This design comes from an exercise in tuning for small area, a short achievable clock period and few clock cycles per item on the open sky130 flow, not from production work. The RTL was checked by simulation tests, not by an equivalence proof against the original design.

`design.v`:
```
package pps_pkg;
  localparam int NumSlots  = 16;   
  localparam int ValueBits = 16;   
  localparam int NumTest   = 4;    
  localparam int InitSteps = 2;    
endpackage
module pps_cell (
  input  logic [15:0] v_i,
  input  logic [15:0] v3_i,     
  input  logic [15:1] inv_i,
  input  logic [3:0]  sh_i,
  output logic [15:0] q_o,
  output logic        mok_o
);
  logic [15:0] x;
  logic [7:0]  d1, d2, d3;      
  logic [15:0] ra, rb;
  logic [15:0] mask;
  assign x = {inv_i, 1'b1};
  for (genvar j = 0; j < 8; j++) begin : g_dig
    assign d1[j] =  x[2*j] && !x[2*j+1];
    assign d2[j] = !x[2*j] &&  x[2*j+1];
    assign d3[j] =  x[2*j] &&  x[2*j+1];
  end
  logic p1, p2, p3, p4, p5, p6, p7, p8, p9, p10, p11, p12, p13, p14, p15, p16, p17, p18, p19, p20, p21, p22, p23, p24, p25, p26, p27, p28, p29, p30, p31, p32, p33, p34, p35, p36, p37, p38, p39, p40, p41, p42, p43, p44, p45, p46, p47, p48, p49, p50, p51, p52, p53, p54, p55, p56, p57, p58, p59, p60, p61, p62, p63, p64, p65, p66, p67, p68, p69, p70, p71, p72, s73, c74, s75, c76, s77, c78, s79, c80, s81, s82, s83, c84, s85, c86, s87, c88, s89, c90, s91, c92, s93, c94, s95, c96, s97, c98, s99, c100, s101, c102, s103, c104, s105, c106, s107, s108, s109, c110, s111, c112, s113, c114, s115, c116, s117, c118, s119, c120, s121, c122, s123, c124, s125, c126, s127, s128, c129, s130, c131, s132, c133, s134, c135, s136, c137, s138, c139, s140, c141, s142, c143, s144, c145, s146, c147, s148, c149, s150;
  assign p1 = x[1] ? v3_i[0] : v_i[0];
  assign p2 = x[1] ? v3_i[1] : v_i[1];
  assign p3 = x[1] ? v3_i[2] : v_i[2];
  assign p4 = x[1] ? v3_i[3] : v_i[3];
  assign p5 = x[1] ? v3_i[4] : v_i[4];
  assign p6 = x[1] ? v3_i[5] : v_i[5];
  assign p7 = x[1] ? v3_i[6] : v_i[6];
  assign p8 = x[1] ? v3_i[7] : v_i[7];
  assign p9 = x[1] ? v3_i[8] : v_i[8];
  assign p10 = x[1] ? v3_i[9] : v_i[9];
  assign p11 = x[1] ? v3_i[10] : v_i[10];
  assign p12 = x[1] ? v3_i[11] : v_i[11];
  assign p13 = x[1] ? v3_i[12] : v_i[12];
  assign p14 = x[1] ? v3_i[13] : v_i[13];
  assign p15 = x[1] ? v3_i[14] : v_i[14];
  assign p16 = x[1] ? v3_i[15] : v_i[15];
  assign p17 = (d1[1] & v_i[0]) | (d3[1] & v3_i[0]);
  assign p18 = (d1[1] & v_i[1]) | (d2[1] & v_i[0]) | (d3[1] & v3_i[1]);
  assign p19 = (d1[1] & v_i[2]) | (d2[1] & v_i[1]) | (d3[1] & v3_i[2]);
  assign p20 = (d1[1] & v_i[3]) | (d2[1] & v_i[2]) | (d3[1] & v3_i[3]);
  assign p21 = (d1[1] & v_i[4]) | (d2[1] & v_i[3]) | (d3[1] & v3_i[4]);
  assign p22 = (d1[1] & v_i[5]) | (d2[1] & v_i[4]) | (d3[1] & v3_i[5]);
  assign p23 = (d1[1] & v_i[6]) | (d2[1] & v_i[5]) | (d3[1] & v3_i[6]);
  assign p24 = (d1[1] & v_i[7]) | (d2[1] & v_i[6]) | (d3[1] & v3_i[7]);
  assign p25 = (d1[1] & v_i[8]) | (d2[1] & v_i[7]) | (d3[1] & v3_i[8]);
  assign p26 = (d1[1] & v_i[9]) | (d2[1] & v_i[8]) | (d3[1] & v3_i[9]);
  assign p27 = (d1[1] & v_i[10]) | (d2[1] & v_i[9]) | (d3[1] & v3_i[10]);
  assign p28 = (d1[1] & v_i[11]) | (d2[1] & v_i[10]) | (d3[1] & v3_i[11]);
  assign p29 = (d1[1] & v_i[12]) | (d2[1] & v_i[11]) | (d3[1] & v3_i[12]);
  assign p30 = (d1[1] & v_i[13]) | (d2[1] & v_i[12]) | (d3[1] & v3_i[13]);
  assign p31 = (d1[2] & v_i[0]) | (d3[2] & v3_i[0]);
  assign p32 = (d1[2] & v_i[1]) | (d2[2] & v_i[0]) | (d3[2] & v3_i[1]);
  assign p33 = (d1[2] & v_i[2]) | (d2[2] & v_i[1]) | (d3[2] & v3_i[2]);
  assign p34 = (d1[2] & v_i[3]) | (d2[2] & v_i[2]) | (d3[2] & v3_i[3]);
  assign p35 = (d1[2] & v_i[4]) | (d2[2] & v_i[3]) | (d3[2] & v3_i[4]);
  assign p36 = (d1[2] & v_i[5]) | (d2[2] & v_i[4]) | (d3[2] & v3_i[5]);
  assign p37 = (d1[2] & v_i[6]) | (d2[2] & v_i[5]) | (d3[2] & v3_i[6]);
  assign p38 = (d1[2] & v_i[7]) | (d2[2] & v_i[6]) | (d3[2] & v3_i[7]);
  assign p39 = (d1[2] & v_i[8]) | (d2[2] & v_i[7]) | (d3[2] & v3_i[8]);
  assign p40 = (d1[2] & v_i[9]) | (d2[2] & v_i[8]) | (d3[2] & v3_i[9]);
  assign p41 = (d1[2] & v_i[10]) | (d2[2] & v_i[9]) | (d3[2] & v3_i[10]);
  assign p42 = (d1[2] & v_i[11]) | (d2[2] & v_i[10]) | (d3[2] & v3_i[11]);
  assign p43 = (d1[3] & v_i[0]) | (d3[3] & v3_i[0]);
  assign p44 = (d1[3] & v_i[1]) | (d2[3] & v_i[0]) | (d3[3] & v3_i[1]);
  assign p45 = (d1[3] & v_i[2]) | (d2[3] & v_i[1]) | (d3[3] & v3_i[2]);
  assign p46 = (d1[3] & v_i[3]) | (d2[3] & v_i[2]) | (d3[3] & v3_i[3]);
  assign p47 = (d1[3] & v_i[4]) | (d2[3] & v_i[3]) | (d3[3] & v3_i[4]);
  assign p48 = (d1[3] & v_i[5]) | (d2[3] & v_i[4]) | (d3[3] & v3_i[5]);
  assign p49 = (d1[3] & v_i[6]) | (d2[3] & v_i[5]) | (d3[3] & v3_i[6]);
  assign p50 = (d1[3] & v_i[7]) | (d2[3] & v_i[6]) | (d3[3] & v3_i[7]);
  assign p51 = (d1[3] & v_i[8]) | (d2[3] & v_i[7]) | (d3[3] & v3_i[8]);
  assign p52 = (d1[3] & v_i[9]) | (d2[3] & v_i[8]) | (d3[3] & v3_i[9]);
  assign p53 = (d1[4] & v_i[0]) | (d3[4] & v3_i[0]);
  assign p54 = (d1[4] & v_i[1]) | (d2[4] & v_i[0]) | (d3[4] & v3_i[1]);
  assign p55 = (d1[4] & v_i[2]) | (d2[4] & v_i[1]) | (d3[4] & v3_i[2]);
  assign p56 = (d1[4] & v_i[3]) | (d2[4] & v_i[2]) | (d3[4] & v3_i[3]);
  assign p57 = (d1[4] & v_i[4]) | (d2[4] & v_i[3]) | (d3[4] & v3_i[4]);
  assign p58 = (d1[4] & v_i[5]) | (d2[4] & v_i[4]) | (d3[4] & v3_i[5]);
  assign p59 = (d1[4] & v_i[6]) | (d2[4] & v_i[5]) | (d3[4] & v3_i[6]);
  assign p60 = (d1[4] & v_i[7]) | (d2[4] & v_i[6]) | (d3[4] & v3_i[7]);
  assign p61 = (d1[5] & v_i[0]) | (d3[5] & v3_i[0]);
  assign p62 = (d1[5] & v_i[1]) | (d2[5] & v_i[0]) | (d3[5] & v3_i[1]);
  assign p63 = (d1[5] & v_i[2]) | (d2[5] & v_i[1]) | (d3[5] & v3_i[2]);
  assign p64 = (d1[5] & v_i[3]) | (d2[5] & v_i[2]) | (d3[5] & v3_i[3]);
  assign p65 = (d1[5] & v_i[4]) | (d2[5] & v_i[3]) | (d3[5] & v3_i[4]);
  assign p66 = (d1[5] & v_i[5]) | (d2[5] & v_i[4]) | (d3[5] & v3_i[5]);
  assign p67 = (d1[6] & v_i[0]) | (d3[6] & v3_i[0]);
  assign p68 = (d1[6] & v_i[1]) | (d2[6] & v_i[0]) | (d3[6] & v3_i[1]);
  assign p69 = (d1[6] & v_i[2]) | (d2[6] & v_i[1]) | (d3[6] & v3_i[2]);
  assign p70 = (d1[6] & v_i[3]) | (d2[6] & v_i[2]) | (d3[6] & v3_i[3]);
  assign p71 = (d1[7] & v_i[0]) | (d3[7] & v3_i[0]);
  assign p72 = (d1[7] & v_i[1]) | (d2[7] & v_i[0]) | (d3[7] & v3_i[1]);
  assign s73 = p13 ^ p27;
  assign c74 = p13 & p27;
  assign s75 = p14 ^ p28 ^ p40;
  assign c76 = (p14 & p28) | (p14 & p40) | (p28 & p40);
  assign s77 = p15 ^ p29 ^ p41;
  assign c78 = (p15 & p29) | (p15 & p41) | (p29 & p41);
  assign s79 = p51 ^ p59;
  assign c80 = p51 & p59;
  assign s81 = p16 ^ p30 ^ p42;
  assign s82 = p52 ^ p60 ^ p66;
  assign s83 = p9 ^ p23;
  assign c84 = p9 & p23;
  assign s85 = p10 ^ p24 ^ p36;
  assign c86 = (p10 & p24) | (p10 & p36) | (p24 & p36);
  assign s87 = p11 ^ p25 ^ p37;
  assign c88 = (p11 & p25) | (p11 & p37) | (p25 & p37);
  assign s89 = p47 ^ p55;
  assign c90 = p47 & p55;
  assign s91 = p12 ^ p26 ^ p38;
  assign c92 = (p12 & p26) | (p12 & p38) | (p26 & p38);
  assign s93 = p48 ^ p56 ^ p62;
  assign c94 = (p48 & p56) | (p48 & p62) | (p56 & p62);
  assign s95 = s73 ^ p39 ^ p49;
  assign c96 = (s73 & p39) | (s73 & p49) | (p39 & p49);
  assign s97 = p57 ^ p63 ^ p67;
  assign c98 = (p57 & p63) | (p57 & p67) | (p63 & p67);
  assign s99 = s75 ^ p50 ^ p58;
  assign c100 = (s75 & p50) | (s75 & p58) | (p50 & p58);
  assign s101 = p64 ^ p68 ^ c74;
  assign c102 = (p64 & p68) | (p64 & c74) | (p68 & c74);
  assign s103 = s77 ^ s79 ^ p65;
  assign c104 = (s77 & s79) | (s77 & p65) | (s79 & p65);
  assign s105 = p69 ^ p71 ^ c76;
  assign c106 = (p69 & p71) | (p69 & c76) | (p71 & c76);
  assign s107 = s81 ^ s82 ^ p70;
  assign s108 = p72 ^ c78 ^ c80;
  assign s109 = p7 ^ p21;
  assign c110 = p7 & p21;
  assign s111 = p8 ^ p22 ^ p34;
  assign c112 = (p8 & p22) | (p8 & p34) | (p22 & p34);
  assign s113 = s83 ^ p35 ^ p45;
  assign c114 = (s83 & p35) | (s83 & p45) | (p35 & p45);
  assign s115 = s85 ^ p46 ^ p54;
  assign c116 = (s85 & p46) | (s85 & p54) | (p46 & p54);
  assign s117 = s87 ^ s89 ^ p61;
  assign c118 = (s87 & s89) | (s87 & p61) | (s89 & p61);
  assign s119 = s91 ^ s93 ^ c88;
  assign c120 = (s91 & s93) | (s91 & c88) | (s93 & c88);
  assign s121 = s95 ^ s97 ^ c92;
  assign c122 = (s95 & s97) | (s95 & c92) | (s97 & c92);
  assign s123 = s99 ^ s101 ^ c96;
  assign c124 = (s99 & s101) | (s99 & c96) | (s101 & c96);
  assign s125 = s103 ^ s105 ^ c100;
  assign c126 = (s103 & s105) | (s103 & c100) | (s105 & c100);
  assign s127 = s107 ^ s108 ^ c104;
  assign s128 = p5 ^ p19;
  assign c129 = p5 & p19;
  assign s130 = p6 ^ p20 ^ p32;
  assign c131 = (p6 & p20) | (p6 & p32) | (p20 & p32);
  assign s132 = s109 ^ p33 ^ p43;
  assign c133 = (s109 & p33) | (s109 & p43) | (p33 & p43);
  assign s134 = s111 ^ p44 ^ c110;
  assign c135 = (s111 & p44) | (s111 & c110) | (p44 & c110);
  assign s136 = s113 ^ p53 ^ c112;
  assign c137 = (s113 & p53) | (s113 & c112) | (p53 & c112);
  assign s138 = s115 ^ c84 ^ c114;
  assign c139 = (s115 & c84) | (s115 & c114) | (c84 & c114);
  assign s140 = s117 ^ c86 ^ c116;
  assign c141 = (s117 & c86) | (s117 & c116) | (c86 & c116);
  assign s142 = s119 ^ c90 ^ c118;
  assign c143 = (s119 & c90) | (s119 & c118) | (c90 & c118);
  assign s144 = s121 ^ c94 ^ c120;
  assign c145 = (s121 & c94) | (s121 & c120) | (c94 & c120);
  assign s146 = s123 ^ c98 ^ c122;
  assign c147 = (s123 & c98) | (s123 & c122) | (c98 & c122);
  assign s148 = s125 ^ c102 ^ c124;
  assign c149 = (s125 & c102) | (s125 & c124) | (c102 & c124);
  assign s150 = s127 ^ c106 ^ c126;
  assign ra = {s150, s148, s146, s144, s142, s140, s138, s136, s134, s132, s130, s128, p4, p3, p2, p1};
  assign rb = {c149, c147, c145, c143, c141, c139, c137, c135, c133, c131, c129, p31, p18, p17, 1'b0, 1'b0};
  assign q_o   = ra + rb;
  assign mask  = ~(16'hffff << sh_i);
  assign mok_o = (v_i & mask) == 16'h0;
endmodule
module pipelined_prime_sieve (
  input  logic                          clk_i,
  input  logic                          rst_ni,
  input  logic                          in_valid_i,
  output logic                          in_stall_o,
  input  logic [pps_pkg::ValueBits-1:0] in_value_i,
  output logic                          out_valid_o,
  input  logic                          out_stall_i,
  output logic [pps_pkg::ValueBits-1:0] out_prime_value_o,
  output logic                          out_overflow_o
);
  localparam int NS = pps_pkg::NumSlots;
  localparam int T  = pps_pkg::NumTest;
  localparam int G  = NS / T;
  localparam int K  = pps_pkg::InitSteps;
  localparam int NC = (15 + K - 1) / K;    
  localparam int XW = NC * K;              
  localparam int CW = (NC > 1) ? $clog2(NC) : 1;
  localparam bit PreBypass = 1'b1;
  logic [NS-1:0][15:1] inv_q;
  logic [NS-1:0][14:0] lim_q;
  logic [NS-1:0][3:0]  sh_q;
  logic [NS-1:0]       filled_q;    
  logic                pend_q;      
  logic [NS-1:0]       top_slot;    
  assign top_slot = filled_q & ~{1'b0, filled_q[NS-1:1]};
  logic        b_valid_q, p_valid_q, q_valid_q, r_valid_q;
  logic [15:0] b_v_q, p_v_q, p_v3_q, q_v_q, q_v3_q, q_q0_q, r_v_q, r_v3_q, p_nv;
  logic        q_ok0_q;           
  logic        acc, alive_in, q_drop, p_go;
  logic [15:0] p_q0;
  logic        p_mok0;
  assign in_stall_o = b_valid_q;
  assign acc        = in_valid_i && !b_valid_q;
  assign alive_in   = |in_value_i[15:1];
  pps_cell u_pre (
    .v_i   (p_v_q),
    .v3_i  (p_v3_q),
    .inv_i (inv_q[0]),
    .sh_i  (sh_q[0]),
    .q_o   (p_q0),
    .mok_o (p_mok0)
  );
  assign q_drop = q_ok0_q &&
      (q_q0_q <= {lim_q[0][14] & lim_q[0][13], lim_q[0]});
  logic         a_valid_q, a_old_q, a_last_q;
  logic [15:0]  a_v_q, a_v3_q;      
  logic [G-1:0] a_goh_q;            
  logic [T-1:0][15:1] a_inv_q;
  logic [T-1:0][14:0] s_lim;         
  logic [T-1:0][3:0]  s_sh;
  logic [T-1:0]       a_fil_q, a_wt_q;
  always_comb begin
    for (int t = 0; t < T; t++) begin
      s_lim[t] = '0;
      s_sh[t]  = '0;
      for (int g = 0; g < G; g++) begin
        if (a_goh_q[g]) begin
          s_lim[t] = s_lim[t] | lim_q[g*T+t];
          s_sh[t]  = s_sh[t]  | sh_q[g*T+t];
        end
      end
    end
  end
  logic [T-1:0][15:0] q_t;
  logic [T-1:0]       mok_t;
  for (genvar t = 0; t < T; t++) begin : g_test
    pps_cell u_cell (
      .v_i   (a_v_q),
      .v3_i  (a_v3_q),
      .inv_i (a_inv_q[t]),
      .sh_i  (s_sh[t]),
      .q_o   (q_t[t]),
      .mok_o (mok_t[t])
    );
  end
  logic         d_valid_q, d_old_q, d_div, d_wt_q, d_last_q;
  logic [T-1:0][15:0] d_q_q;        
  logic [T-1:0][14:0] d_lim_q;
  logic [T-1:0]       d_ok_q;       
  logic [T-1:0]       d_div_t;
  for (genvar t = 0; t < T; t++) begin : g_cmp
    assign d_div_t[t] = d_ok_q[t] &&
        (d_q_q[t] <= {d_lim_q[t][14] & d_lim_q[t][13], d_lim_q[t]});
  end
  assign d_div = |d_div_t;
  logic [15:0]  d_v_q, d_v3_q;
  logic [G-1:0] d_goh_q;
  logic         st_q;               
  logic         st2_q;              
  logic         pass, surv, drop, depart, keep, adv, store, out_ok;
  logic         n_valid, take;
  logic [15:0]  n_v;
  assign out_ok = !out_valid_q || !out_stall_i;
  assign pass   = d_valid_q && !d_div && !d_wt_q && !st_q && !st2_q;
  assign surv   = pass && d_last_q && d_old_q && out_ok;
  assign drop   = d_valid_q && d_div;
  assign depart = drop || surv;
  assign keep   = d_valid_q && !depart;
  assign adv    = pass && !d_last_q;
  assign store  = surv && !filled_q[NS-1];
  logic q_fwd, e_from_r, e_from_q, e_from_p, r_free, q_free, q_to_r, p_to_q;
  logic [15:0] n_v3;
  assign take     = !keep;           
  assign q_fwd    = q_valid_q && !q_drop;
  assign e_from_r = take && r_valid_q;
  assign e_from_q = take && !r_valid_q && q_fwd;
  assign e_from_p = PreBypass && take && !r_valid_q && !q_fwd && p_valid_q;
  assign r_free   = !r_valid_q || e_from_r;
  assign q_to_r   = q_fwd && !e_from_q && r_free;
  assign q_free   = !q_valid_q || q_drop || e_from_q || q_to_r;
  assign p_to_q   = p_valid_q && !e_from_p && q_free;
  assign p_go     = !p_valid_q || e_from_p || p_to_q;    
  assign n_valid  = r_valid_q || q_fwd || (PreBypass && p_valid_q);
  assign n_v      = r_valid_q ? r_v_q : q_fwd ? q_v_q : p_v_q;
  assign n_v3     = r_valid_q ? r_v3_q : q_fwd ? q_v3_q : p_v3_q;
  assign p_nv     = b_valid_q ? b_v_q : in_value_i;
  logic [G-1:0] n_goh;
  logic         n_last;
  logic [T-1:0][15:1] n_inv;
  logic [T-1:0]       n_fil, n_wt;
  assign n_goh = !keep ? G'(1) : adv ? {d_goh_q[G-2:0], 1'b0} : d_goh_q;
  always_comb begin
    n_last = 1'b1;
    for (int g = 0; g < G - 1; g++) begin
      if (n_goh[g]) n_last = !filled_q[(g+1)*T];
    end
    for (int t = 0; t < T; t++) begin
      n_inv[t] = '0;
      n_fil[t] = 1'b0;
      n_wt[t]  = 1'b0;
      for (int g = 0; g < G; g++) begin
        if (n_goh[g]) begin
          n_inv[t] = n_inv[t] | inv_q[g*T+t];
          n_fil[t] = n_fil[t] | filled_q[g*T+t];
          n_wt[t]  = n_wt[t]  | (pend_q && top_slot[g*T+t]);
        end
      end
    end
  end
  always_ff @(posedge clk_i or negedge rst_ni) begin
    if (!rst_ni) begin
      b_valid_q <= 1'b0;
      p_valid_q <= 1'b0;
      q_valid_q <= 1'b0;
      r_valid_q <= 1'b0;
      a_valid_q <= 1'b0;
      a_old_q   <= 1'b0;
      a_goh_q   <= G'(1);
      d_valid_q <= 1'b0;
      d_old_q   <= 1'b0;
      st_q      <= 1'b0;
      st2_q     <= 1'b0;
    end else begin
      st_q      <= store;
      st2_q     <= st_q;
      d_valid_q <= a_valid_q;
      d_old_q   <= a_old_q || (d_old_q && depart);
      d_goh_q   <= a_goh_q;
      a_goh_q   <= n_goh;
      if (keep) begin
        a_valid_q <= 1'b1;
        a_old_q   <= d_old_q;
      end else begin
        a_valid_q <= n_valid;
        a_old_q   <= !a_valid_q;
      end
      if (r_free) r_valid_q <= q_to_r;
      if (q_free) q_valid_q <= p_to_q;
      if (p_go) begin
        p_valid_q <= b_valid_q || (acc && alive_in);
        b_valid_q <= 1'b0;
      end else if (acc && alive_in) begin
        b_valid_q <= 1'b1;
      end
    end
  end
  always_ff @(posedge clk_i) begin
    d_v_q    <= a_v_q;
    d_v3_q   <= a_v3_q;
    d_q_q    <= q_t;
    d_lim_q  <= s_lim;
    d_ok_q   <= a_fil_q & ~a_wt_q & mok_t;
    d_wt_q   <= |(a_fil_q & a_wt_q);
    d_last_q <= a_last_q;
    a_last_q <= n_last;
    a_inv_q  <= n_inv;
    a_fil_q  <= n_fil;
    a_wt_q   <= n_wt;
    if (keep) begin
      a_v_q  <= d_v_q;
      a_v3_q <= d_v3_q;
    end else begin
      a_v_q  <= n_v;
      a_v3_q <= n_v3;
    end
    if (r_free) begin
      r_v_q  <= q_v_q;
      r_v3_q <= q_v3_q;
    end
    if (q_free) begin
      q_v_q   <= p_v_q;
      q_v3_q  <= p_v3_q;
      q_q0_q  <= p_q0;
      q_ok0_q <= filled_q[0] && !(pend_q && top_slot[0]) && p_mok0;
    end
    if (p_go) begin
      p_v_q  <= p_nv;
      p_v3_q <= p_nv + {p_nv[14:0], 1'b0};
    end
    if (acc) b_v_q <= in_value_i;
  end
  logic        out_valid_q;
  logic [15:0] out_value_q;
  logic        out_ovf_q;
  always_ff @(posedge clk_i or negedge rst_ni) begin
    if (!rst_ni) begin
      out_valid_q <= 1'b0;
    end else if (surv) begin
      out_valid_q <= 1'b1;
    end else if (!out_stall_i) begin
      out_valid_q <= 1'b0;
    end
  end
  always_ff @(posedge clk_i) begin
    if (out_ok) begin
      out_value_q <= d_v_q;
      out_ovf_q   <= filled_q[NS-1];
    end
  end
  assign out_valid_o       = out_valid_q;
  assign out_prime_value_o = out_value_q;
  assign out_overflow_o    = out_ovf_q;
  logic          i_norm_q, i_calc_q, i_done_q, i_sync_q;
  logic [15:0]   i_m_q;
  logic [3:0]    i_s_q;
  logic [15:0]   i_e_q;
  logic [17:0]   i_r_q;     
  logic [XW-1:0] i_x_q, i_l_q;
  logic [CW-1:0] i_c_q;
  logic          odep_q;     
  logic          o_valid, i_free, i_last;
  logic          ld_spec, ld_st, ld, wr_fin;
  logic [15:0]   o_v, ld_v;
  logic [15:0]   e_n;
  logic [17:0]   r_n;
  logic [K-1:0]  xb, lb;
  logic [XW-1:0] x_fin, l_fin;
  logic [14:0]   w_inv, w_lim;
  assign o_valid = (d_valid_q && d_old_q) || (a_valid_q && a_old_q);
  assign o_v     = (d_valid_q && d_old_q) ? d_v_q : a_v_q;
  assign i_last  = i_calc_q && (i_c_q == CW'(NC - 1));
  assign wr_fin  = pend_q && (i_done_q || i_last);
  assign i_free  = !pend_q || wr_fin;
  assign ld_st   = st_q && !i_sync_q;
  assign ld_spec = !ld_st && i_free && o_valid && (odep_q || !i_sync_q);
  assign ld      = ld_spec || ld_st;
  assign ld_v    = ld_st ? out_value_q : o_v;
  always_comb begin
    logic [16:0] es;
    e_n = i_e_q;
    r_n = i_r_q;
    for (int k = 0; k < K; k++) begin
      xb[k] = e_n[0];
      es    = {1'b0, e_n} + (e_n[0] ? {1'b0, i_m_q} : 17'h0);
      e_n   = es[16:1];
      if (!r_n[17]) r_n = {r_n[16:0], 1'b1} - {2'b0, i_m_q};
      else          r_n = {r_n[16:0], 1'b1} + {2'b0, i_m_q};
      lb[K-1-k] = !r_n[17];
    end
  end
  assign x_fin = {xb, i_x_q[XW-1:K]};
  assign l_fin = {i_l_q[XW-K-1:0], lb};
  assign w_inv = i_last ? x_fin[14:0] : i_x_q[14:0];
  assign w_lim = i_last ? l_fin[XW-1 -: 15] : i_l_q[XW-1 -: 15];
  always_ff @(posedge clk_i or negedge rst_ni) begin
    if (!rst_ni) begin
      i_norm_q <= 1'b0;
      i_calc_q <= 1'b0;
      i_done_q <= 1'b0;
      i_sync_q <= 1'b0;
      odep_q   <= 1'b0;
      pend_q   <= 1'b0;
      filled_q <= '0;
    end else begin
      odep_q <= depart && d_old_q;
      if (store) begin
        pend_q   <= 1'b1;
        filled_q <= {filled_q[NS-2:0], 1'b1};
      end else if (wr_fin) begin
        pend_q   <= 1'b0;
      end
      if (ld) begin
        i_sync_q <= ld_spec;
        i_norm_q <= !ld_v[0];
        i_calc_q <= ld_v[0];
        i_done_q <= 1'b0;
      end else begin
        if (odep_q) i_sync_q <= 1'b0;
        if (i_norm_q && i_m_q[1]) begin
          i_norm_q <= 1'b0;
          i_calc_q <= 1'b1;
        end
        if (i_last) begin
          i_calc_q <= 1'b0;
          i_done_q <= 1'b1;
        end
      end
    end
  end
  always_ff @(posedge clk_i) begin
    if (ld) begin
      i_m_q <= ld_v;
      i_s_q <= '0;
      i_e_q <= {1'b0, ld_v[15:1]};
      i_r_q <= 18'd1;
      i_c_q <= '0;
    end else if (i_norm_q) begin
      i_m_q <= {1'b0, i_m_q[15:1]};
      i_s_q <= i_s_q + 4'd1;
      i_e_q <= {2'b0, i_m_q[15:2]};
    end else if (i_calc_q) begin
      i_e_q <= e_n;
      i_r_q <= r_n;
      i_c_q <= i_c_q + CW'(1);
      i_x_q <= x_fin;
      i_l_q <= l_fin;
    end
  end
  for (genvar k = 0; k < NS; k++) begin : g_slot
    always_ff @(posedge clk_i) begin
      if (wr_fin && top_slot[k]) begin
        inv_q[k] <= w_inv;
        lim_q[k] <= w_lim;
        sh_q[k]  <= i_s_q;
      end
    end
  end
endmodule
```
`run.sh`:
```
#!/bin/bash
# synth_recipe.tcl (not shown) runs the flow's synth.tcl, then flattens the netlist and writes it again
# the make line also repeats each setting of config.mk as NAME=value (left out here)
make -C /OpenROAD-flow-scripts/flow DESIGN_CONFIG=/design/flow/config.mk WORK_HOME=/design/flow/orfs CLKGATE_MAP_FILE= SYNTH_SCRIPT=/design/flow/synth_recipe.tcl finish
```
`constraint.sdc`:
```
create_clock -name core_clock -period 7.0 [get_ports {clk_i}]
set_input_delay 1.4000 -clock core_clock [delete_from_list [all_inputs] [get_ports {clk_i}]]
set_output_delay 1.4000 -clock core_clock [all_outputs]
set_load 0.01 [all_outputs]
```
`config.mk`:
```
export PLATFORM = sky130hd
export DESIGN_NAME = pipelined_prime_sieve
export DESIGN_NICKNAME = pipelined_prime_sieve
export VERILOG_FILES = /design/flow/design.v
export SDC_FILE = /design/flow/constraint.sdc
export NUM_CORES = 4
export LEC_CHECK = 0
export ABC_AREA = 1
export CAP_MARGIN = 20
export CORE_MARGIN = 2
export CORE_UTILIZATION = 40
export SETUP_SLACK_MARGIN = 2.5
export SLEW_MARGIN = 20
```
==> impl_metrics.csv, run 1 <==
group,metric,value,unit
run_status,outcome,"finished clean",
sta,finalHoldViolCount,0,
place,place_congestion,0.983,
yosys,synth_top_area_frac,0.401,
yosys,synth_seq_cells,1080,
yosys,syn_avg_cell_area,9.78,sq um
yosys,synth-edff-count,754,
detailed_routing,num_vias,43400,
critical_path,worstSetupPathType,"reg -> reg",
clock_network,insertion_delay,0.79,ns
yosys,synth_cells,5773,
detailed_routing,drtPass1Iterations,8,
sta,period_needed,4.48,ns
finish,antenna_cells,0,
detailed_routing,drt_iter0_drc,5307,
critical_path,worstPathMaxFanout,8,
die,coreArea,0.140,sq mm
global_routing,track_usage,0.245,
detailed_routing,drt-total-wl,182000,um
sta,finalMaxSlewViolations,0,
global_routing,grt_max_degree,63,
finish,finalInstanceArea,0.0640,sq mm
sta,rsz0062_at_grt,"true",
die,start_util,0.404,
yosys,ys.flop_type,"edfxtp_1",
yosys,synth_area_leader_cell,"edfxtp_1",
global_routing,first_global_vias,41100,
sta,clock_skew,0.0965,ns
die,ios,39,
sta,timing.final.crit_share,0.639,
finish,mostFrequentLayoutCells,"nand2_1, edfxtp_1, inv_1",
sta,whs,0.344,ns
die,die_height,380,um
detailed_routing,viasPerCell,5.53,
clock_network,cts-htree-levels,3,
place,portBuffers,38,
clock_network,clk_path_buf_depth,3,
yosys,syn_nets,6237,
critical_path,cp-end-kind,"flip-flop",
yosys,ys_types,52,
clock_network,cts_root_buffer,"clkbuf_16",
yosys,yosysSeqAreaShare,0.520,
finish,layout-drive-gt1-share,0.0848,
global_routing,antenna_found_initial,6,
clock_network,path_clk_slew,0.06,ns
die,num_rows,137,
sta,setup_viol,0,
critical_path,worst_ep_required_time,7.62,ns
die,die_area,0.144,sq mm
yosys,synth_warnings,1,
clock_network,postCtsHoldBufs,0,
clock_network,cts_buffers,112,
sta,worstMarginPinSlew,1.06,ns
place,dp_hpwl,125000,um
sta,slew_headroom,0.293,
flow_run,cap_violations,0,
sta,clock.fmax,223,MHz
detailed_routing,wl_per_cell,23.1,um
finish,nets,6333,
place,dpl_cell_area,0.0592,sq mm
sta,tns,0,ns
yosys,async_reset_ff_frac,0.0343,
min_path,hp-class,"reg -> reg",
critical_path,startpoint_type,"flip-flop",
critical_path,crit_arrival,5.10,ns
global_routing,grt_first_pass_wirelength,266000,um
global_routing,overflow,0,
detailed_routing,ant_nets,0,
clock_network,cts_sinks,1080,
finish,area_delta_synth_final,13.5,%
detailed_routing,drc,0,
finish,fin_util,0.458,
yosys,synth.cell_area,0.0564,sq mm
finish,layout_commonest_cell,"nand2_1",
clock_network,cts_tree,"built",
yosys,synth.area.top_cells,"edfxtp_1, dfxtp_1, nand2_1, ha_1, fa_1",
die,die_width,380,um
-- final cells by class --
cell class / count / area, sq um
clock buffers: 155 / 3100
clock inverters: 59 / 699
fillers: 13100 / 75700
inverters: 660 / 2540
multi-input cells: 3790 / 24100
flip-flops and latches: 1080 / 29400
well taps: 1876 / 2350
repair buffers: 223 / 1880
repair inverters: 2 / 10.0
-- synthesized netlist by cell type, types with 2 or more instances --
master	number
a211oi_1	8
a21boi_0	23
a21o_1	10
a21oi_1	313
a221oi_1	8
a22o_1	8
a22oi_1	2
a311oi_1	2
a31oi_1	39
and3_1	3
buf_1	14
buf_2	16
buf_4	4
clkbuf_1	211
clkinv_1	13
dfrtp_1	36
dfxtp_1	289
edfxtp_1	754
fa_1	161
ha_1	283
inv_1	643
inv_2	4
nand2_1	1485
nand3_1	121
nand3b_1	33
nand4_1	134
nor2_1	230
nor2_2	4
nor3_1	43
nor3b_1	2
nor4_1	11
o2111ai_1	15
o211ai_1	39
o21a_1	4
o21ai_0	324
o21bai_1	12
o221ai_1	178
o22ai_1	75
or2_2	6
xnor2_1	66
xor2_1	136
-- worst max-delay path, cell delays in order (launching register included) --
cell,delay (ns)
dfxtp_1,0.31
inv_1,0.47
nand2_1,0.10
o21ai_0,0.15
fa_2,0.52
fa_1,0.49
inv_1,0.05
fa_1,0.49
fa_1,0.43
ha_1,0.35
nand2_1,0.10
nor2_1,0.04
inv_1,0.08
o221ai_1,0.12
a21oi_1,0.16
xor3_1,0.43
-- metrics by stage --
stage / setup WS (ns) / instances
after global placement: 1.98 / 7548
final: 2.52 / 7845
after floorplan: 2.69 / 5773
after global routing: 2.33 / 7845
after CTS: 2.38 / 7780
after detailed placement: 2.00 / 7548
-- routing by layer --
metal  global-route usage  routed length, um
met1                0.337              76200
met3               0.0522              17400
met5                    0                 14
met2                0.376              79800
met4                0.101               8190
-- final timing paths --
path / startpoint / to / cells after the start / slack, ns
max: a_v3_q[13] / d_q_q[15] / 15 / 2.52
min in group asynchronous: rst_ni / i_norm_q / 2 / 0.73
min: a_last_q / d_last_q / 0 / 0.34
min reg2reg: a_last_q / d_last_q / 0 / 0.34
max in group asynchronous: rst_ni / a_goh_q[3] / 2 / 5.61
max reg2reg: a_v3_q[13] / d_q_q[15] / 15 / 2.52
-- logic make-up after synthesis --
logic type	Yosys count	synth area share
flops	1080	0.520
simple gates	2077	0.152
compound gates	1064	0.116
buf+inv	905	0.0608
xor+xnor	203	0.0318
fa+ha+maj	444	0.120
-- timing repair --
action / CTS / global route
endpoints found under the setup margin: 14 / 40
cloned: 0 / 4
pin swaps: 1 / 13
buffers inserted: 18 / 60
resized for setup: 51 / 107
endpoints found under the hold margin: 0 / 0
-- sequential cells by signal, indices dropped and copies added, names as in the netlist, 18 cells and up --
register	cells
d_q_q	64
inv_q	240
d_lim_q	60
i_r_q	18
lim_q	240
sh_q	64
a_inv_q	60
Testbench counts, summed over its fixed seeds: cycles 4,157, items 3,080.
==> run 2: changes to the inputs <==
--- a/config.mk
+++ b/config.mk
@@ -5,7 +5,6 @@
 export SDC_FILE = /design/flow/constraint.sdc
 export NUM_CORES = 4
 export LEC_CHECK = 0
-export ABC_AREA = 1
 export CAP_MARGIN = 20
 export CORE_MARGIN = 2
 export CORE_UTILIZATION = 40
==> run 2 against run 1 <==
  * Still clean
  * Synthesized cell count decreased by 19%
  * Core utilization down 0.50 points
  * Hold slack worse by 0.010 ns
  * Clock-buffer cell count shrank 1
  * Die area increased by 1.3%
  * Global-route usage decreased by 2.2 points
  * Final area increased by 0.36%
  * Non-clock buffer count is 37 lower
==> impl_metrics.csv, run 2 <==
group,metric,value,unit
clock_network,cts_root_buffer,"clkbuf_16",
die,ios,39,
clock_network,cts-htree-levels,3,
place,portBuffers,38,
die,die_area,0.146,sq mm
detailed_routing,drt_iter0_drc,3459,
detailed_routing,ant_nets,0,
global_routing,grt_first_pass_wirelength,247000,um
finish,mostFrequentLayoutCells,"edfxtp_1, mux2_2, a22oi_1",
yosys,synth_area_leader_cell,"edfxtp_1",
clock_network,insertion_delay,0.74,ns
sta,slew_headroom,0.293,
yosys,synth-edff-count,754,
die,die_height,382,um
global_routing,grt_max_degree,71,
clock_network,clk_path_buf_depth,3,
detailed_routing,wl_per_cell,24.8,um
yosys,ys_types,86,
yosys,synth_seq_cells,1080,
min_path,hold_path_depth,0,
clock_network,postCtsHoldBufs,0,
detailed_routing,num_vias,38000,
clock_network,cts_sinks,1080,
place,place_congestion,0.854,
yosys,ys.flop_type,"edfxtp_1",
sta,fin_ws,2.59,ns
detailed_routing,drc,0,
run_status,outcome,"finished clean",
yosys,synth_top_area_frac,0.396,
detailed_routing,viasPerCell,5.69,
yosys,syn_avg_cell_area,12.2,sq um
sta,setup_viol,0,
detailed_routing,drt-total-wl,165000,um
finish,layout-drive-gt1-share,0.185,
critical_path,crit_arrival,5.03,ns
die,num_rows,138,
sta,tns,0,ns
critical_path,rr_worst_depth,13,
place,dp_hpwl,108000,um
finish,nets,5157,
critical_path,startpoint_type,"flip-flop",
finish,area_delta_synth_final,12.4,%
yosys,synth.area.top_cells,"edfxtp_1, dfxtp_1, mux2_2, ha_1, fa_1",
clock_network,path_clk_slew,0.06,ns
yosys,synth.cell_area,0.0572,sq mm
sta,timing.final.crit_share,0.630,
die,coreArea,0.142,sq mm
clock_network,cts_tree,"built",
sta,whs,0.334,ns
yosys,async_reset_ff_frac,0.0343,
die,die_width,382,um
sta,finalMaxSlewViolations,0,
global_routing,antenna_found_initial,3,
global_routing,track_usage,0.223,
place,dp_slack,2.00,ns
critical_path,cp-end-kind,"flip-flop",
flow_run,cap_violations,0,
min_path,hp-class,"reg -> reg",
sta,finalHoldViolCount,0,
detailed_routing,drtPass1Iterations,5,
die,start_util,0.403,
critical_path,worstPathMaxFanout,24,
yosys,synth_warnings,1,
finish,reg.largest.list,"inv_q: 240 flops, lim_q: 240 flops",
critical_path,worstSetupPathType,"reg -> reg",
global_routing,overflow,0,
sta,clock_skew,0.0504,ns
critical_path,worst_ep_required_time,7.62,ns
global_routing,first_global_vias,37700,
sta,worstMarginPinSlew,1.06,ns
finish,layout_commonest_cell,"edfxtp_1",
clock_network,cts_buffers,109,
yosys,synth_cells,4697,
yosys,yosys-top-cells-count,"edfxtp_1, mux2_2, a22oi_1, inv_1, dfxtp_1",
sta,clock.fmax,227,MHz
sta,period_needed,4.41,ns
yosys,syn_nets,5161,
sta,rsz0062_at_grt,"true",
yosys,yosysMostFrequentCell,"edfxtp_1",
yosys,yosysSeqAreaShare,0.513,
run 2: area by class of cell:
type	instances	area [sq um]
fillers	12800	77500
flip-flops and latches	1080	29400
multi-input cells	3018	26200
clock buffers	154	3190
well taps	1890	2360
repair buffers	186	1580
inverters	298	1120
clock inverters	52	439
diodes	1	2.50
run 2: logic make-up (layout without fill, tap and decap cells):
group / Yosys count / after routing / synth area share
flip-flops: 1080 / 1080 / 0.513
other: 0 / 1 / 0
XOR/XNOR: 178 / 178 / 0.0275
adder cells (fa/ha/maj): 450 / 450 / 0.119
multiplexers: 511 / 511 / 0.0984
AND/OR/NAND/NOR: 786 / 788 / 0.0668
AO/OA/AOI/OAI: 1091 / 1091 / 0.134
buffers and inverters: 601 / 690 / 0.0402
run 2: path summary, 6_finish.rpt:
kind	endpoint	slack [ns]	start
setup / recovery	a_inv_q[49]	2.59	d_lim_q[13]
hold / removal	d_last_q	0.33	a_last_q
setup reg to reg	a_inv_q[49]	2.59	d_lim_q[13]
hold reg to reg	d_last_q	0.33	a_last_q
max in group asynchronous	a_goh_q[3]	5.76	rst_ni
min in group asynchronous	r_valid_q	0.74	rst_ni
run 2: through the flow:
stage	cells	util	cell area, sq um
6_report	6679	0.453	64300
5_1_grt	6678	0.453	64300
4_1_cts	6638	0.448	63500
3_5_place_dp	6401	0.420	59500
3_3_place_gp	6401	0.420	59500
2_1_floorplan	4697	-	57200
run 2: what timing repair did:
action / CTS / global route
pin swaps: 11 / 42
endpoints found under the setup margin: 99 / 54
setup buffers: 29 / 38
gates resized for setup: 35 / 99
cloned: 2 / 1
run 2: worst max-delay path: stages, from the launching register on:
cell	delay, ns
dfxtp_1	0.51
nand2_1	0.12
ha_1	0.31
nand4_1	0.10
or2_1	0.26
a21oi_1	0.45
o22ai_1	0.24
a2111oi_2	0.37
buf_4	0.28
and3_4	0.45
nor2b_4	0.49
buf_4	0.40
a22oi_1	0.13
nand2_1	0.16
run 2: metal layers:
metal	wire length, um	GRT usage	vias to the layer above
met5	15	0	-
met4	5070	0.0728	2
met3	11200	0.0328	261
met2	75300	0.354	1378
met1	73800	0.314	19100
li1	-	-	17300
==> run 3: changes to the inputs <==
--- a/config.mk
+++ b/config.mk
@@ -5,8 +5,10 @@
 export SDC_FILE = /design/flow/constraint.sdc
 export NUM_CORES = 4
 export LEC_CHECK = 0
+export ABC_AREA = 1
 export CAP_MARGIN = 20
 export CORE_MARGIN = 2
-export CORE_UTILIZATION = 40
+export CORE_UTILIZATION = 60
+export PLACE_DENSITY = 0.72
 export SETUP_SLACK_MARGIN = 2.5
 export SLEW_MARGIN = 20
==> run 3 against run 2 <==
  * Flip-flop and latch count did not move
  * Core utilization rose by 22 points
  * Area after synthesis fell by 1.3%
  * Critical path depth rose by 5
  * Register-to-register slack got worse by 0.14 ns
  * Routed wire length rose by 6.1%
  * Non-clock buffer count rose by 27
  * Still clean on timing, DRC and antenna
  * Cell count rose by 7.9%
  * Synthesized cell count rose by 23%
  * First-iteration DRC count rose by 79%
  * Final area fell by 1.8%
  * Setup slack got worse by 0.14 ns
==> impl_metrics.csv, run 3 <==
group,metric,value,unit
run_status,outcome,"finished clean",
finish,area_delta_synth_final,11.9,%
global_routing,grt_max_degree,66,
sta,clock_skew,0.0635,ns
die,start_util,0.605,
yosys,synth_area_leader_cell,"edfxtp_1",
place,dpl_cell_area,0.0584,sq mm
yosys,synth_warnings,1,
finish,seq_area,0.0294,sq mm
detailed_routing,drt-total-wl,175000,um
sta,period_needed,4.55,ns
clock_network,insertion_delay,0.75,ns
place,dp_hpwl,119000,um
min_path,hp-class,"reg -> reg",
sta,clock.fmax,220,MHz
yosys,yosysMostFrequentCell,"nand2_1",
clock_network,cts_sinks,1080,
yosys,synth.area.top_cells,"edfxtp_1, dfxtp_1, nand2_1, ha_1, fa_1",
clock_network,cts_buffers,108,
sta,fin_ws,2.45,ns
sta,slew_headroom,0.262,
yosys,async_reset_ff_frac,0.0343,
finish,reg.largest.list,"inv_q: 240 flops, lim_q: 240 flops",
place,dp_slack,1.96,ns
yosys,synth-edff-count,754,
flow_run,cap_violations,0,
clock_network,cts_tree,"built",
critical_path,crit_arrival,5.01,ns
sta,setup_viol,0,
sta,finalMaxSlewViolations,0,
sta,timing.final.crit_share,0.650,
detailed_routing,drtPass1Iterations,7,
sta,finalHoldViolCount,0,
detailed_routing,viasPerCell,6.17,
yosys,synth.cell_area,0.0564,sq mm
yosys,yosysSeqAreaShare,0.520,
clock_network,path_clk_slew,0.06,ns
die,die_area,0.0965,sq mm
detailed_routing,wl_per_cell,24.3,um
finish,finalInstanceArea,0.0631,sq mm
die,ios,39,
yosys,synth_top_area_frac,0.401,
sta,worstMarginPinSlew,1.09,ns
yosys,syn_nets,6237,
yosys,ys.flop_type,"edfxtp_1",
global_routing,grt_first_pass_wirelength,259000,um
yosys,ys_types,52,
die,die_height,311,um
critical_path,startpoint_type,"flip-flop",
critical_path,worstPathMaxFanout,4,
yosys,synth_seq_cells,1080,
sta,rsz0062_at_grt,"true",
sta,tns,0,ns
global_routing,antenna_found_initial,4,
yosys,synth_cells,5773,
critical_path,cp-end-kind,"flip-flop",
global_routing,track_usage,0.356,
finish,multi_input_area,0.0241,sq mm
clock_network,cts_root_buffer,"clkbuf_16",
detailed_routing,drt_iter0_drc,6180,
finish,nets,6317,
yosys,yosys-top-cells-count,"nand2_1, edfxtp_1, inv_1, o21ai_0, a21oi_1",
clock_network,cts-htree-levels,3,
finish,fillers,7249,
clock_network,clk_path_buf_depth,3,
die,num_rows,112,
global_routing,first_global_vias,41700,
yosys,syn_avg_cell_area,9.78,sq um
place,portBuffers,38,
global_routing,overflow,0,
critical_path,worstSetupPathType,"reg -> reg",
die,die_width,311,um
die,coreArea,0.0933,sq mm
detailed_routing,drc,0,
finish,fin_util,0.677,
critical_path,worst_ep_required_time,7.46,ns
detailed_routing,ant_nets,0,
finish,mostFrequentLayoutCells,"nand2_1, edfxtp_1, inv_1",
finish,layout_commonest_cell,"nand2_1",
finish,layout-drive-gt1-share,0.0827,
place,place_congestion,1.03,
detailed_routing,num_vias,44500,
-- run 3: cell types whose count changed in the layout (fill, tap and decap cells not counted), sizes merged, moves of 106 or more --
cell,previous run,this run
a22oi,350,2
a21oi,151,313
nand4,25,134
nand2,283,1485
mux2,405,0
inv,303,646
mux2i,106,0
o221ai,4,178
o21ai,163,325
a22o,169,8
-- run 3: what timing repair did --
| item | CTS | global route |
|---|---|---|
| setup endpoints to repair | 15 | 35 |
| hold buffers | 0 | 0 |
| cloned | 0 | 2 |
| setup buffers | 31 | 36 |
| resized for setup | 68 | 90 |
| pin swaps | 12 | 14 |
-- run 3: path summary, 6_finish.rpt --
check / start / end / slack [ns] / cells past startpoint
worst min register to register: a_last_q / d_last_q / 0.34 / 0
worst max register to register: inv_q[3] / q_q0_q[15] / 2.45 / 18
min in group asynchronous: rst_ni / q_valid_q / 0.80 / 2
worst min-delay path: a_last_q / d_last_q / 0.34 / 0
max in group asynchronous: rst_ni / a_goh_q[3] / 5.64 / 2
worst max-delay path: inv_q[3] / q_q0_q[15] / 2.45 / 18
-- run 3: kinds of logic after synthesis --
kind of cell	share of synthesized area
XOR/XNOR	0.0318
AND/OR/NAND/NOR	0.152
buffers and inverters	0.0608
flip-flops	0.520
AO/OA/AOI/OAI	0.116
adder cells (fa/ha/maj)	0.120
-- run 3: cell type report --
cell class	instances	share of cell area
repair inverters	1	0.0000793
multi-input cells	3789	0.381
flip-flops and latches	1080	0.465
repair buffers	213	0.0286
inverters	660	0.0402
diodes	2	0.0000793
clock buffers	143	0.0478
well taps	1254	0.0248
clock inverters	63	0.0119
-- run 3: stage by stage --
step,instances,hold WS [ns]
6_report,7205,0.345
5_1_grt,7203,0.349
4_1_cts,7165,0.342
3_5_place_dp,6928,0.327
3_3_place_gp,6928,0.327
2_1_floorplan,5773,0.310
-- run 3: per-layer routing --
layer	vias up	GRT usage	wire [um]
met5	-	0	11
met4	2	0.149	8000
met3	518	0.0896	22300
met2	2763	0.531	75800
met1	21200	0.499	69300
li1	20000	-	-
-- run 3: critical path: stages (launching register included) --
cell and delay [ns]:
edfxtp_1 0.53, inv_1 0.12, nor2_2 0.04, inv_2 0.09
buf_4 0.15, o221ai_4 0.10, fa_2 0.59, inv_1 0.06
fa_1 0.49, inv_1 0.05, fa_1 0.52, fa_1 0.43
ha_1 0.36, nand2_1 0.09, nor2_1 0.09, inv_1 0.08
o221ai_1 0.21, a21oi_1 0.09, xor2_1 0.20
==> run 4: changes to the inputs <==
--- a/design.v
+++ b/design.v
@@ -206,7 +206,9 @@
   logic [NS-1:0]       top_slot;    
   assign top_slot = filled_q & ~{1'b0, filled_q[NS-1:1]};
   logic        b_valid_q, p_valid_q, q_valid_q, r_valid_q;
-  logic [15:0] b_v_q, p_v_q, p_v3_q, q_v_q, q_v3_q, q_q0_q, r_v_q, r_v3_q, p_nv;
+  logic [15:0] b_v_q, p_v_q, p_v3_q, q_v_q, q_v3_q, r_v_q, r_v3_q, p_nv;
+  logic [7:0]  q_q0h_q;           
+  logic        q_lel0_q;          
   logic        q_ok0_q;           
   logic        acc, alive_in, q_drop, p_go;
   logic [15:0] p_q0;
@@ -222,8 +224,10 @@
     .q_o   (p_q0),
     .mok_o (p_mok0)
   );
+  logic [7:0] lim0h;
+  assign lim0h  = {lim_q[0][14] & lim_q[0][13], lim_q[0][14:8]};
   assign q_drop = q_ok0_q &&
-      (q_q0_q <= {lim_q[0][14] & lim_q[0][13], lim_q[0]});
+      ((q_q0h_q < lim0h) || ((q_q0h_q == lim0h) && q_lel0_q));
   logic         a_valid_q, a_old_q, a_last_q;
   logic [15:0]  a_v_q, a_v3_q;      
   logic [G-1:0] a_goh_q;            
@@ -256,13 +260,14 @@
     );
   end
   logic         d_valid_q, d_old_q, d_div, d_wt_q, d_last_q;
-  logic [T-1:0][15:0] d_q_q;        
-  logic [T-1:0][14:0] d_lim_q;
+  logic [T-1:0][7:0]  d_qh_q;       
+  logic [T-1:0][7:0]  d_lh_q;       
+  logic [T-1:0]       d_lel_q;      
   logic [T-1:0]       d_ok_q;       
   logic [T-1:0]       d_div_t;
   for (genvar t = 0; t < T; t++) begin : g_cmp
     assign d_div_t[t] = d_ok_q[t] &&
-        (d_q_q[t] <= {d_lim_q[t][14] & d_lim_q[t][13], d_lim_q[t]});
+        ((d_qh_q[t] < d_lh_q[t]) || ((d_qh_q[t] == d_lh_q[t]) && d_lel_q[t]));
   end
   assign d_div = |d_div_t;
   logic [15:0]  d_v_q, d_v3_q;
@@ -359,8 +364,11 @@
   always_ff @(posedge clk_i) begin
     d_v_q    <= a_v_q;
     d_v3_q   <= a_v3_q;
-    d_q_q    <= q_t;
-    d_lim_q  <= s_lim;
+    for (int t = 0; t < T; t++) begin
+      d_qh_q[t]  <= q_t[t][15:8];
+      d_lh_q[t]  <= {s_lim[t][14] & s_lim[t][13], s_lim[t][14:8]};
+      d_lel_q[t] <= q_t[t][7:0] <= s_lim[t][7:0];
+    end
     d_ok_q   <= a_fil_q & ~a_wt_q & mok_t;
     d_wt_q   <= |(a_fil_q & a_wt_q);
     d_last_q <= a_last_q;
@@ -382,7 +390,8 @@
     if (q_free) begin
       q_v_q   <= p_v_q;
       q_v3_q  <= p_v3_q;
-      q_q0_q  <= p_q0;
+      q_q0h_q  <= p_q0[15:8];
+      q_lel0_q <= p_q0[7:0] <= lim_q[0][7:0];
       q_ok0_q <= filled_q[0] && !(pend_q && top_slot[0]) && p_mok0;
     end
     if (p_go) begin
==> config.mk (replaced) <==
export PLATFORM = sky130hd
export DESIGN_NAME = pipelined_prime_sieve
export DESIGN_NICKNAME = pipelined_prime_sieve
export VERILOG_FILES = /design/flow/design.v
export SDC_FILE = /design/flow/constraint.sdc
export NUM_CORES = 4
export LEC_CHECK = 0
export CAP_MARGIN = 20
export CORE_MARGIN = 2
export CORE_UTILIZATION = 40
export SETUP_SLACK_MARGIN = 2.8
export SLEW_MARGIN = 20
==> run 4 against run 3 <==
  * Clock-buffer cell count decreased by 9
  * Routed wire length decreased by 5.6%
  * Largest cell class unchanged
==> impl_metrics.csv, run 4 <==
group,metric,value,unit
run_status,outcome,"finished clean",
critical_path,rr_worst_depth,14,
detailed_routing,drtPass1Iterations,6,
critical_path,worstSetupPathType,"reg -> reg",
clock_network,path_clk_slew,0.07,ns
detailed_routing,num_vias,38000,
finish,reg.largest.list,"inv_q: 240 flops, lim_q: 240 flops, sh_q: 64 flops",
clock_network,cts_sinks,1017,
finish,layout_commonest_cell,"edfxtp_1",
yosys,synth_seq_cells,1017,
clock_network,clk_path_buf_depth,3,
global_routing,first_global_vias,37000,
critical_path,slowest_delay,0.56,ns
critical_path,crit_top_cell,"xnor2_1",
die,start_util,0.402,
detailed_routing,drt_iter0_drc,3502,
yosys,ys.flop_type,"edfxtp_1",
sta,whs,0.338,ns
critical_path,startpoint_type,"flip-flop",
die,die_area,0.143,sq mm
sta,clock_skew,0.0755,ns
place,placedCellCount,6289,
min_path,hp-class,"reg -> reg",
sta,worstMarginPinSlew,1.12,ns
yosys,yosysSeqAreaShare,0.502,
yosys,synth-edff-count,747,
clock_network,cts-htree-levels,3,
flow_run,cap_violations,0,
detailed_routing,viasPerCell,5.72,
detailed_routing,drt-total-wl,166000,um
detailed_routing,wl_per_cell,24.9,um
place,dp_hpwl,109000,um
global_routing,track_usage,0.227,
yosys,yosys-top-cells-count,"edfxtp_1, mux2_2, ha_1, a22oi_1, nand2_1",
finish,mostFrequentLayoutCells,"edfxtp_1, mux2_2, a22oi_1",
critical_path,worst_ep_required_time,7.64,ns
clock_network,cts_tree,"built",
finish,nets,5142,
yosys,synth.cell_area,0.0559,sq mm
sta,slew_headroom,0.251,
die,die_width,378,um
detailed_routing,ant_nets,0,
clock_network,cts_root_buffer,"clkbuf_16",
critical_path,critical_path.cell_chain,"nor2b_4 > a22oi_2 > fa_1 > fa_1 > inv_1 > fa_1 > inv_1 > fa_1 > xor2_1 > xnor2_1 > xnor2_1 > xnor2_1 > xnor2_1 > xnor2_1",
clock_network,insertion_delay,0.75,ns
finish,instances_no_fill,6646,
global_routing,grt_first_pass_wirelength,243000,um
yosys,synth_top_area_frac,0.402,
sta,rsz0062_at_grt,"true",
critical_path,cp_slowest_cell,"fa_1",
critical_path,worstPathMaxFanout,13,
yosys,syn_avg_cell_area,12.1,sq um
yosys,synth_warnings,1,
place,place_congestion,0.881,
clock_network,cts_buffers,100,
die,ios,39,
critical_path,crit_arrival,4.98,ns
yosys,yosysMostFrequentCell,"edfxtp_1",
sta,setup_viol,0,
place,portBuffers,38,
die,coreArea,0.139,sq mm
yosys,ys_types,84,
sta,period_needed,4.33,ns
finish,area_delta_synth_final,15.2,%
sta,clock.fmax,231,MHz
sta,finalMaxSlewViolations,0,
sta,timing.final.crit_share,0.619,
sta,finalHoldViolCount,0,
sta,tns,0,ns
yosys,syn_nets,5068,
critical_path,cp-end-kind,"flip-flop",
yosys,synth_cells,4604,
yosys,synth_area_leader_cell,"edfxtp_1",
min_path,hold_path_depth,0,
global_routing,antenna_found_initial,5,
yosys,synth.area.top_cells,"edfxtp_1, dfxtp_1, mux2_2, ha_1, fa_1",
detailed_routing,drc,0,
critical_path,r2r_slack,2.67,ns
die,num_rows,137,
finish,layout-drive-gt1-share,0.231,
die,die_height,378,um
yosys,async_reset_ff_frac,0.0364,
global_routing,grt_max_degree,68,
clock_network,postCtsHoldBufs,0,
global_routing,overflow,0,
run 4: worst paths after layout:
kind,from,end
min,a_last_q,d_last_q
min reg2reg,a_last_q,d_last_q
max,a_inv_q[48],d_qh_q[31]
min in group asynchronous,rst_ni,b_valid_q
max in group asynchronous,rst_ni,a_goh_q[2]
max reg2reg,a_inv_q[48],d_qh_q[31]
run 4: repair_timing:
item / CTS / global route
resized for setup: 173 / 173
pin swaps: 61 / 87
gates cloned: 1 / 1
endpoints found under the setup margin: 192 / 159
hold endpoints to repair: 0 / 0
setup buffers: 91 / 70
run 4: kinds of logic (layout without fill, tap and decap cells):
| family | after synthesis | count (layout) | share of synthesized area |
|---|---|---|---|
| buffers and inverters | 562 | 722 | 0.0394 |
| and+or+nand+nor | 779 | 781 | 0.0666 |
| AOI/OAI and AO/OA | 1111 | 1111 | 0.143 |
| other | 0 | 4 | 0 |
| DFF | 1017 | 1017 | 0.502 |
| xor gates and xnor gates | 196 | 196 | 0.0307 |
| adders and majority gates | 447 | 447 | 0.122 |
| muxes | 492 | 492 | 0.0972 |
run 4: cell type report:
class                      count  area, sq um
antenna                        4         10.0
tap                         1876         2350
inverter                     258          968
clock buffer                 134         2860
clock inverter                56          696
fill                       12300        74700
multi-input combinational   3027        26900
sequential                  1017        28200
timing repair buffer         274         2350
run 4: per-layer routing:
metal,vias up,track usage,routed length [um]
met5,-,0,13
met4,2,0.0662,4870
met3,274,0.0407,12800
met2,1430,0.357,75300
met1,19100,0.318,72500
li1,17200,-,-
run 4: critical path, delay by kind of cell, from the launching register on:
family | cells | cell delay [ns]
AO/OA/AOI/OAI | 1 | 0.15
XOR/XNOR | 6 | 1.18
adder cells (fa/ha/maj) | 4 | 1.92
buffers and inverters | 2 | 0.11
flip-flops | 1 | 0.50
AND/OR/NAND/NOR | 1 | 0.40
run 4: stage by stage:
stage                util  worst slack (ns)  area, sq um
finish              0.463              2.67        64300
global route        0.463              2.49        64300
CTS                 0.453              2.54        63000
detailed placement  0.418              1.60        58200
global placement    0.418              1.62        58200
floorplan               -              2.81        55900
Testbench counts of run 4, summed over its fixed seeds: cycles 4,157, items 3,080.
==> run 5: changes to the inputs <==
--- a/config.mk
+++ b/config.mk
@@ -8,5 +8,5 @@
 export CAP_MARGIN = 20
 export CORE_MARGIN = 2
 export CORE_UTILIZATION = 40
-export SETUP_SLACK_MARGIN = 2.8
+export SETUP_SLACK_MARGIN = 2.5
 export SLEW_MARGIN = 20
==> run 5 against run 4 <==
  * Area after synthesis unchanged
  * Non-clock buffer count is 93 lower
  * Via count is 1.1% lower
  * Synthesized cell count did not move
  * Cell count down 1.4%
  * Die area is the same
  * Sequential share of layout area is 1.0 points higher
  * Critical path type unchanged
  * Critical endpoint is now q_q0h_q[7]
==> impl_metrics.csv, run 5 <==
group,metric,value,unit
detailed_routing,viasPerCell,5.74,
detailed_routing,drt-total-wl,164000,um
global_routing,track_usage,0.226,
sta,clock_skew,0.112,ns
global_routing,grt_util_met1,0.317,
critical_path,cp.depth,15,
finish,fillers,12500,
sta,tns,0,ns
clock_network,cts_root_buffer,"clkbuf_16",
place,dp_hpwl,109000,um
clock_network,cts_tree,"built",
flow_run,cap_violations,0,
sta,rsz0062_at_grt,"true",
clock_network,cts_sinks,1017,
finish,area_delta_synth_final,12.3,%
critical_path,crit_arrival,4.88,ns
detailed_routing,drtPass1Iterations,6,
die,die_height,378,um
place,placedCellCount,6291,
yosys,synth.cell_area,0.0559,sq mm
min_path,hp-class,"reg -> reg",
yosys,yosys-top-cells-count,"edfxtp_1, mux2_2, ha_1, a22oi_1, nand2_1",
global_routing,grt_first_pass_wirelength,242000,um
sta,timing.final.crit_share,0.634,
clock_network,insertion_delay,0.78,ns
global_routing,grt_max_degree,69,
finish,nets,5052,
finish,layout-drive-gt1-share,0.186,
detailed_routing,num_vias,37600,
finish,mostFrequentLayoutCells,"edfxtp_1, mux2_2, a22oi_1",
sta,worstMarginPinSlew,1.14,ns
critical_path,r2r_end,"q_q0h_q[7]",
yosys,yosysMostFrequentCell,"edfxtp_1",
yosys,synth_top_area_frac,0.402,
yosys,syn_avg_cell_area,12.1,sq um
critical_path,rr_worst_depth,15,
place,portBuffers,38,
detailed_routing,drc,0,
min_path,min-delay-start,"a_last_q",
global_routing,use_met3,0.0414,
global_routing,busiest_layer,"met2",
critical_path,startpoint_type,"flip-flop",
min_path,min_to,"d_last_q",
global_routing,first_global_vias,36900,
critical_path,r2r_slack,2.56,ns
critical_path,critical_path.cell_chain,"mux2_4 > a22o_1 > fa_1 > inv_1 > fa_1 > inv_1 > fa_1 > inv_1 > fa_2 > xor2_2 > xnor2_1 > xnor2_1 > xnor2_2 > xnor2_2 > xnor2_1",
yosys,async_reset_ff_frac,0.0364,
sta,clock.fmax,225,MHz
yosys,synth_area_leader_cell,"edfxtp_1",
critical_path,cp_slowest_cell,"edfxtp_1",
clock_network,clk_path_buf_depth,3,
critical_path,slowest_delay,0.54,ns
run_status,outcome,"finished clean",
die,ios,39,
critical_path,path_delay_family,"adder cells",
critical_path,r2r_start,"inv_q[4]",
clock_network,cts_buffers,102,
detailed_routing,ant_nets,0,
sta,finalHoldViolCount,0,
critical_path,cp-end-kind,"flip-flop",
yosys,ys_types,84,
yosys,syn_nets,5068,
global_routing,overflow,0,
place,place_congestion,0.910,
detailed_routing,wl_per_cell,25.0,um
critical_path,worst_ep_required_time,7.44,ns
yosys,yosysSeqAreaShare,0.502,
yosys,ys.flop_type,"edfxtp_1",
die,start_util,0.402,
yosys,synth-edff-count,747,
detailed_routing,drt_iter0_drc,3577,
sta,slew_headroom,0.241,
clock_network,postCtsHoldBufs,0,
finish,reg.largest.list,"inv_q: 240 flops, lim_q: 240 flops, sh_q: 64 flops",
sta,finalMaxSlewViolations,0,
critical_path,timing.critical_path.buf_inv,3,
global_routing,grtUsageMet2,0.354,
sta,period_needed,4.44,ns
die,die_area,0.143,sq mm
finish,instances_no_fill,6555,
global_routing,antenna_found_initial,5,
critical_path,worstPathMaxFanout,5,
min_path,hold_path_depth,0,
yosys,synth_warnings,1,
yosys,synth_cells,4604,
die,num_rows,137,
die,coreArea,0.139,sq mm
clock_network,cts-htree-levels,3,
yosys,synth_seq_cells,1017,
yosys,synth.area.top_cells,"edfxtp_1, dfxtp_1, mux2_2, ha_1, fa_1",
die,die_width,378,um
finish,layout_commonest_cell,"edfxtp_1",
sta,setup_viol,0,
clock_network,path_clk_slew,0.07,ns
critical_path,worstSetupPathType,"reg -> reg",
## run 5: how the worst max path moves through the flow
stage | startpoint | slack [ns] | to
finish | inv_q[4] | 2.56 | q_q0h_q[7]
floorplan | inv_q[2] | 2.57 | q_q0h_q[6]
CTS | a_inv_q[46] | 2.41 | d_qh_q[31]
global route | i_m_q[1] | 2.38 | i_r_q[17]
detailed placement | a_inv_q[46] | 1.64 | d_qh_q[31]
global placement | a_inv_q[46] | 1.65 | d_qh_q[31]
## run 5: per-stage QoR
step	utilization	worst slack (ns)	hold slack, ns	cell area [sq um]
after global routing	0.451	2.38	0.334	62700
final	0.451	2.56	0.328	62700
after floorplan	-	2.57	0.310	55900
after CTS	0.446	2.41	0.330	61900
after detailed placement	0.418	1.64	0.315	58100
after global placement	0.418	1.65	0.317	58100
## run 5: final cells by class
cell class,instances,area (sq um),area share
Antenna cell,1,2.50,0.0000399
Clock buffer,139,2830,0.0452
Clock inverter,55,606,0.00966
Inverter,258,968,0.0154
Multi-Input combinational cell,3028,26300,0.420
Sequential cell,1017,28100,0.448
Tap cell,1876,2350,0.0374
Timing Repair Buffer,181,1530,0.0243
## run 5: cell families (layout without fill, tap and decap cells)
family | count (synthesis) | after routing | synth area share
flops | 1017 | 1017 | 0.502
fa+ha+maj | 447 | 447 | 0.122
compound gates | 1111 | 1111 | 0.143
simple gates | 779 | 782 | 0.0666
buf+inv | 562 | 633 | 0.0394
other cells | 0 | 1 | 0
xor+xnor | 196 | 196 | 0.0307
mux | 492 | 492 | 0.0972
## run 5: routing by layer
metal | vias up | wire [um]
li1 | 17000 | -
met1 | 18900 | 72400
met2 | 1402 | 73700
met3 | 258 | 12600
met4 | 0 | 4850
met5 | - | 0
## run 5: timing repair
| action | in CTS | in global routing |
|---|---|---|
| endpoints found under the setup margin | 33 | 77 |
| cloned | 0 | 3 |
| resized for setup | 52 | 102 |
| setup buffers | 29 | 37 |
| endpoints found under the hold margin | 0 | 0 |
| pin swaps | 5 | 28 |
## run 5: worst reg2reg max path, cell delays in order, from the launching register on
cell and delay [ns]:
edfxtp_1 0.54, mux2_4 0.35, a22o_1 0.21, fa_1 0.54, inv_1 0.06, fa_1 0.47
inv_1 0.05, fa_1 0.48, inv_1 0.06, fa_2 0.37, xor2_2 0.16, xnor2_1 0.13
xnor2_1 0.27, xnor2_2 0.15, xnor2_2 0.18, xnor2_1 0.14

==> static timing again, ports no longer ideal <==
In the flow no input, the clock included, has a driving cell. The finished layouts below were timed again as built, in two steps. Step 1: set_driving_cell puts a clkbuf_16 on clk_i and a buf_2 on each other input, an assumption about the parent block. Step 2, shift: input delay + t, output delay - t, t = (earliest + latest rising clock arrival at the registers) / 2. This alone moves slack from input paths to output paths. Slacks: ideal / step 1 / step 2; pairs: ideal / step 1.
run	shift t [ns]	setup WS [ns]	slew at the worst register clock pin (ns)
run 1	0.818	2.524 / 2.524 / 2.066	0.07 / 0.07
run 2	0.791	2.591 / 2.591 / 2.110	0.07 / 0.07
run 3	0.789	2.452 / 2.452 / 1.987	0.08 / 0.08
run 4	0.797	2.666 / 2.666 / 2.294	0.07 / 0.07
run 5	0.797	2.560 / 2.560 / 2.143	0.07 / 0.07
After both steps setup and hold are still met in every run listed. For run 2, which loses most, drivers alone change the setup slack by 0.000 ns; drivers and shift together by -0.481 ns.
